Source: an optimization exercise on an open RTL-to-GDS flow (aim: small area). Production flows keep margins and buffers that such runs may drop. The RTL was checked by simulation tests, not by an equivalence proof against the original design. Power figures rest on the tool's default switching activity, not on a simulated workload. The clock port is modelled as an ideal driver; clocking choices that lean on that would not hold on a real chip.

== run A ==
Design aes_128_key_store, start of the top module:
module aes_128_key_store (
  input  logic         clk,
  input  logic         kill,
  input  logic         en_wr,
  input  logic [63:0]  key_round_wr,
  input  logic         switch_key,
  input  logic [3:0]   rd_round,
  output logic [127:0] rd_key,
  output logic         key_idx,
  output logic         key_valid,
  output logic         shadow_full,
  output logic         switch_err_pulse
);
Size: ~2800 flip-flops.
==> flow/config.mk <==
export PLATFORM = sky130hd
export DESIGN_NAME = aes_128_key_store
export DESIGN_NICKNAME = aes_128_key_store
export VERILOG_FILES = /design/flow/design.v
export SDC_FILE = /design/flow/constraint.sdc
export NUM_CORES = 4
export LEC_CHECK = 0
export CAP_MARGIN = 0
export CORE_MARGIN = 2
export CORE_UTILIZATION = 76
export CTS_BUF_LIST = sky130_fd_sc_hd__clkbuf_16
export CTS_CLUSTER_DIAMETER = 80
export CTS_CLUSTER_SIZE = 30
export SLEW_MARGIN = 0
export SYNTH_HIERARCHICAL = 1
==> flow/constraint.sdc <==
create_clock -name core_clock -period 5.0 [get_ports {clk}]
set_input_delay 1.0000 -clock core_clock [delete_from_list [all_inputs] [get_ports {clk}]]
set_output_delay 1.0000 -clock core_clock [all_outputs]
set_load 0.01 [all_outputs]
standard.sh (not shown) runs the stock make flow with config.mk's settings and CLKGATE_MAP_FILE= SYNTH_SCRIPT=/design/flow/synth_recipe.tcl, a recipe that flattens the netlist after the stock synthesis.
==> flow/flow/run.sh <==
#!/bin/bash
set -e
export BUFFER_PORTS_ARGS="-buffer_cell sky130_fd_sc_hd__buf_1"
export CTS_ARGS="-sink_clustering_enable -repair_clock_nets -sink_clustering_size 30 -sink_clustering_max_diameter 80 -buf_list sky130_fd_sc_hd__clkbuf_16 -dont_use_dummy_load"
bash standard.sh > standard.log 2>&1
#### Input delta (run B over run A)
- a change of CORE_UTILIZATION from 76 to 70
Notes after the runs:
- Run B | stages: all done | timing, DRC, antenna: all pass
- Relative to run A, part of the cycle the worst path needs has decreased by 3.2 points in run B.
- Across both runs, post-place instance area was higher for run B than for run A.
- Delta (run B minus run A): top achievable clock speed went up 8.6 MHz, number of vias per cell fell by 2.4%.
- Compared with run A, total length of routed wires in run B decreased slightly.
- Summary: with run A as the reference, total via count after detailed routing in run B moved down slightly.
- Run A and run B ended up with nearly the same wire length of the first global-routing pass.
- Of run A and run B, the lower cell area after layout belongs to run A.
- Relative to run A, slack of the critical path increased by 0.16 ns in run B.
- Compared with run A, run B shows utilization lower by 6.1 points.
- Power ends up lower on run A.
[inputs] run C vs run B
- CORE_UTILIZATION now 76, was 70
- CTS_CLUSTER_DIAMETER now 50, was 80
- CTS_CLUSTER_SIZE now 34, was 30
==> flow/flow/run.sh <==
#!/bin/bash
set -e
export BUFFER_PORTS_ARGS="-buffer_cell sky130_fd_sc_hd__buf_1"
export CTS_ARGS="-sink_clustering_enable -repair_clock_nets -sink_clustering_size 34 -sink_clustering_max_diameter 50 -buf_list sky130_fd_sc_hd__clkbuf_16 -dont_use_dummy_load"
bash standard.sh > standard.log 2>&1
--- outcome ---
Achievable clock frequency: higher on run B
The run showing the greater worst hold slack is run B.
The worst setup slack of run C was inferior to that of run B.
Global-route usage for run C: 2.8 points up relative to run B
Compared to run B, the routing of run C uses more wire.
Looking at area overhead of the layout relative to synthesis, run C sits above run B.
Part of the power in the clock network (higher): run C
Comparing run B and run C, the higher share of the clock period used by the worst path after layout was measured on run C.
> inputs changed (run C -> run D)
- CORE_UTILIZATION changed from 76 to 84
- CTS_CLUSTER_DIAMETER changed from 50 to 80
- CTS_CLUSTER_SIZE changed from 34 to 30
==> flow/flow/run.sh <==
#!/bin/bash
set -e
export BUFFER_PORTS_ARGS="-buffer_cell sky130_fd_sc_hd__buf_1"
export CTS_ARGS="-sink_clustering_enable -repair_clock_nets -sink_clustering_size 30 -sink_clustering_max_diameter 80 -buf_list sky130_fd_sc_hd__clkbuf_16 -dont_use_dummy_load"
bash standard.sh > standard.log 2>&1
==> results.txt <==
Data arrival time of the critical path: run D > run C
Run D: number of antenna violations at the first check in global routing lower than run C
Synthesized netlist cell count came out exactly the same in run C and run D.
Compared run D vs run C, and minimum setup slack after placement is down in run D.
[run D vs run C] final core utilization: higher in run D
rd_key[36] as the endpoint of the worst setup timing path was reported by run C, and rd_key[99] by run D.
Relative to run C, run D degrades final critical path time including I/O delays and setup.
## Diff of input files: run E against run D
- changing CTS_CLUSTER_DIAMETER from 80 to 150
- changing CORE_UTILIZATION from 84 to 76
==> flow/flow/run.sh <==
#!/bin/bash
set -e
export BUFFER_PORTS_ARGS="-buffer_cell sky130_fd_sc_hd__buf_1"
export CTS_ARGS="-sink_clustering_enable -repair_clock_nets -sink_clustering_size 30 -sink_clustering_max_diameter 150 -buf_list sky130_fd_sc_hd__clkbuf_16 -dont_use_dummy_load"
bash standard.sh > standard.log 2>&1
--- outcome ---
The final layout from run E, which completed every stage, passed the timing, DRC and antenna checks at the end of the flow.
Iteration-0 DRC count of the detailed router delta for run E relative to run D: 1109 lower
Run E vs run D: half-perimeter wire length after placement up
Changes observed in run E relative to run D: cell-internal power flat; net switching power decreased 0.000062 W; largest stage delay on the critical path rose 0.10 ns; via count dropped about 1.4%.
The power share of the combinational group on run E is in line with that on run D.
[compare] base=run D new=run E: xor/xnor cell area share of the yosys netlist level; upper clock frequency limit moved up.

== run 1 ==
The RTL this note starts from:
==> flow/design.v <==
package aes_128_key_pkg;
  localparam int KEY_WORD_W    = 64;
  localparam int NUM_ROUNDS    = 11;
  localparam int WORDS_PER_SET = 2 * NUM_ROUNDS;
  typedef logic [127:0]          round_key_t;
  typedef logic [KEY_WORD_W-1:0] key_word_t;
  typedef logic [4:0]            key_ptr_t;
  localparam key_ptr_t LAST_PTR = key_ptr_t'(WORDS_PER_SET - 1);
endpackage
module aes_128_key_bank (
  input  logic                        clk,
  input  logic                        shift,    
  input  logic                        keep,     
  input  aes_128_key_pkg::key_word_t  wdata,
  input  logic                        copy,     
  input  logic                        hold,     
  input  logic [10:0]                 sel,      
  output aes_128_key_pkg::round_key_t rd
);
  logic [63:0]  sh  [22];
  logic [127:0] act [11];
  always_ff @(posedge clk) begin
    sh[0] <= (sh[0] & {64{keep}}) | (wdata & {64{shift}});
    for (int i = 1; i < 22; i++) sh[i] <= (sh[i] & {64{keep}}) | (sh[i-1] & {64{shift}});
  end
  always_ff @(posedge clk) begin
    for (int r = 0; r < 11; r++)
      act[r] <= (act[r] & {128{hold}}) | ({sh[20-2*r], sh[21-2*r]} & {128{copy}});
  end
  logic [127:0] gn0, gn1, gn2;
  aes_128_key_rd3 u_rd0 (.s(sel[2:0]), .d0(act[0]), .d1(act[1]), .d2(act[2]),  .yn(gn0));
  aes_128_key_rd3 u_rd1 (.s(sel[5:3]), .d0(act[3]), .d1(act[4]), .d2(act[5]),  .yn(gn1));
  aes_128_key_rd3 u_rd2 (.s(sel[8:6]), .d0(act[6]), .d1(act[7]), .d2(act[8]),  .yn(gn2));
  aes_128_key_rd2 u_rd3 (.s(sel[10:9]), .d0(act[9]), .d1(act[10]), .gn0(gn0), .gn1(gn1), .gn2(gn2), .y(rd));
endmodule
module aes_128_key_rd3 (
  input  logic [2:0]   s,
  input  logic [127:0] d0,
  input  logic [127:0] d1,
  input  logic [127:0] d2,
  output logic [127:0] yn
);
  assign yn = ~((d0 & {128{s[0]}}) | (d1 & {128{s[1]}}) | (d2 & {128{s[2]}}));
endmodule
module aes_128_key_rd2 (
  input  logic [1:0]   s,
  input  logic [127:0] d0,
  input  logic [127:0] d1,
  input  logic [127:0] gn0,
  input  logic [127:0] gn1,
  input  logic [127:0] gn2,
  output logic [127:0] y
);
  assign y = ~(gn0 & gn1 & gn2 & ~((d0 & {128{s[0]}}) | (d1 & {128{s[1]}})));
endmodule
module aes_128_key_store (
  input  logic         clk,
  input  logic         kill,
  input  logic         en_wr,
  input  logic [63:0]  key_round_wr,
  input  logic         switch_key,
  input  logic [3:0]   rd_round,
  output logic [127:0] rd_key,
  output logic         key_idx,
  output logic         key_valid,
  output logic         shadow_full,
  output logic         switch_err_pulse
);
  aes_128_key_pkg::key_ptr_t wp_q;
  logic        full_q;
  logic        key_idx_q;
  logic        valid_q;
  logic        err_q;
  logic        copy_q;
  logic        hold_q;
  logic [10:0] sel_q;
  logic        switch_ok;
  assign switch_ok = switch_key && full_q && !en_wr;
  aes_128_key_bank u_bank (
    .clk   (clk),
    .shift (en_wr && !kill),
    .keep  (!en_wr),
    .wdata (key_round_wr),
    .copy  (copy_q),
    .hold  (hold_q),
    .sel   (sel_q),
    .rd    (rd_key)
  );
  always_ff @(posedge clk) begin
    if (kill) begin
      wp_q      <= '0;
      full_q    <= 1'b0;
      key_idx_q <= 1'b0;
      valid_q   <= 1'b0;
      err_q     <= 1'b0;
      copy_q    <= 1'b0;
      hold_q    <= 1'b0;
      sel_q     <= '0;
    end else begin
      err_q  <= switch_key && !switch_ok;
      copy_q <= switch_ok;
      hold_q <= !switch_ok;
      for (int r = 0; r < 11; r++)
        sel_q[r] <= valid_q && (rd_round == 4'(r));
      if (en_wr) begin
        if (full_q) begin
          wp_q   <= aes_128_key_pkg::key_ptr_t'(1);
          full_q <= 1'b0;
        end else if (wp_q == aes_128_key_pkg::LAST_PTR) begin
          wp_q   <= '0;
          full_q <= 1'b1;
        end else begin
          wp_q <= wp_q + aes_128_key_pkg::key_ptr_t'(1);
        end
      end else if (switch_ok) begin
        wp_q      <= '0;
        full_q    <= 1'b0;
        key_idx_q <= ~key_idx_q;
        valid_q   <= 1'b1;
      end
    end
  end
  assign key_idx          = key_idx_q;
  assign key_valid        = valid_q;
  assign shadow_full      = full_q;
  assign switch_err_pulse = err_q;
endmodule
clock: 5.0 ns
lec_check: 0
cap_margin: 0
core_margin: 2
core_utilization: 80
cts_buf_list: sky130_fd_sc_hd__clkbuf_16
cts_cluster_diameter: 80
cts_cluster_size: 30
gpl_timing_driven: 0
slew_margin: 0
synth_hierarchical: 1
==> flow/flow/run.sh <==
#!/bin/bash
set -e
export BUFFER_PORTS_ARGS="-buffer_cell sky130_fd_sc_hd__buf_1"
export CTS_ARGS="-sink_clustering_enable -repair_clock_nets -sink_clustering_size 30 -sink_clustering_max_diameter 80 -buf_list sky130_fd_sc_hd__clkbuf_16 -dont_use_dummy_load"
bash standard.sh > standard.log 2>&1
--- input diff run 1..run 2 ---
- CORE_UTILIZATION now 60, was 80
- CAP_MARGIN now 20, was 0
- GPL_TIMING_DRIVEN no longer set, was 0
- SLEW_MARGIN now 20, was 0
--- outcome ---
- A last element of the critical path of rd_key[56] is what run 1 shows, while rd_key[59] belongs to run 2.
- [run 2] power share of the combinational group fell 1.6 points relative to run 1
- Compared with run 1, the router placed fewer vias in run 2.
- Against run 1, area of all placed cells without fillers in run 2 fell by a few percent.
Input-level comparison between run 3 and run 2:
- changing CORE_UTILIZATION from 60 to 70
- changing SLEW_MARGIN from 20 to 0
- changing CAP_MARGIN from 20 to 0
Results
Run 3 vs run 2: clock distribution area overhead in the final layout down. Run 3 against run 2: number of antenna violations at the first check in global routing has decreased; critical path depth has remained practically unchanged; pin count of the biggest net entering global routing has increased; overall global routing resource usage has increased. Max maximum fanout count along the critical path across run 2 and run 3: run 3. Fill cell total of the finished layout, run 3 vs run 2: down by more than 10%. [compare] base=run 2 new=run 3: die area shrank by 14%; total via count after detailed routing has increased. Run 3 consumes less power than run 2 does. In run 3 the wire length of the first global-routing pass turned out 2.7% lower than in run 2.

==> port drivers added, routing unchanged <==
In the flow no input, the clock included, has a driving cell. The finished layouts below were timed again as built, in two steps.
Step 1 (the two cells are an assumption about what drives the block):
set clk [get_ports {clk}]
set_driving_cell -lib_cell sky130_fd_sc_hd__clkbuf_16 $clk
set_driving_cell -lib_cell sky130_fd_sc_hd__buf_2 [delete_from_list [all_inputs] $clk]
Step 2, shift: input delay + t, output delay - t, t = (earliest + latest rising clock arrival at the registers) / 2. This alone moves slack from input paths to output paths.
Three values: ideal ports, drivers, drivers and shift; two values: the first two.
run | t, ns | slack for setup (ns) | hold WS [ns] | worst slew at a driven data input, ns
run A | 0.804 | 0.600 / 0.522 / 1.326 | 0.443 / 0.443 / 0.443 | 0.18
run B | 0.816 | 0.761 / 0.680 / 1.496 | 0.422 / 0.422 / 0.422 | 0.16
run C | 0.877 | 0.559 / 0.477 / 1.353 | 0.393 / 0.393 / 0.393 | 0.19
run D | 0.796 | 0.517 / 0.437 / 1.233 | 0.442 / 0.442 / 0.442 | 0.14
run E | 0.803 | 0.623 / 0.542 / 1.345 | 0.433 / 0.433 / 0.433 | 0.19
run 1 | 0.845 | 0.720 / 0.636 / 0.996 | 0.421 / 0.358 / 0.471 | 0.04
run 2 | 0.832 | 0.837 / 0.751 / 1.351 | 0.423 / 0.360 / 0.461 | 0.21
run 3 | 0.823 | 0.952 / 0.866 / 1.584 | 0.429 / 0.365 / 0.451 | 0.20
After both steps every run listed still meets setup and hold.
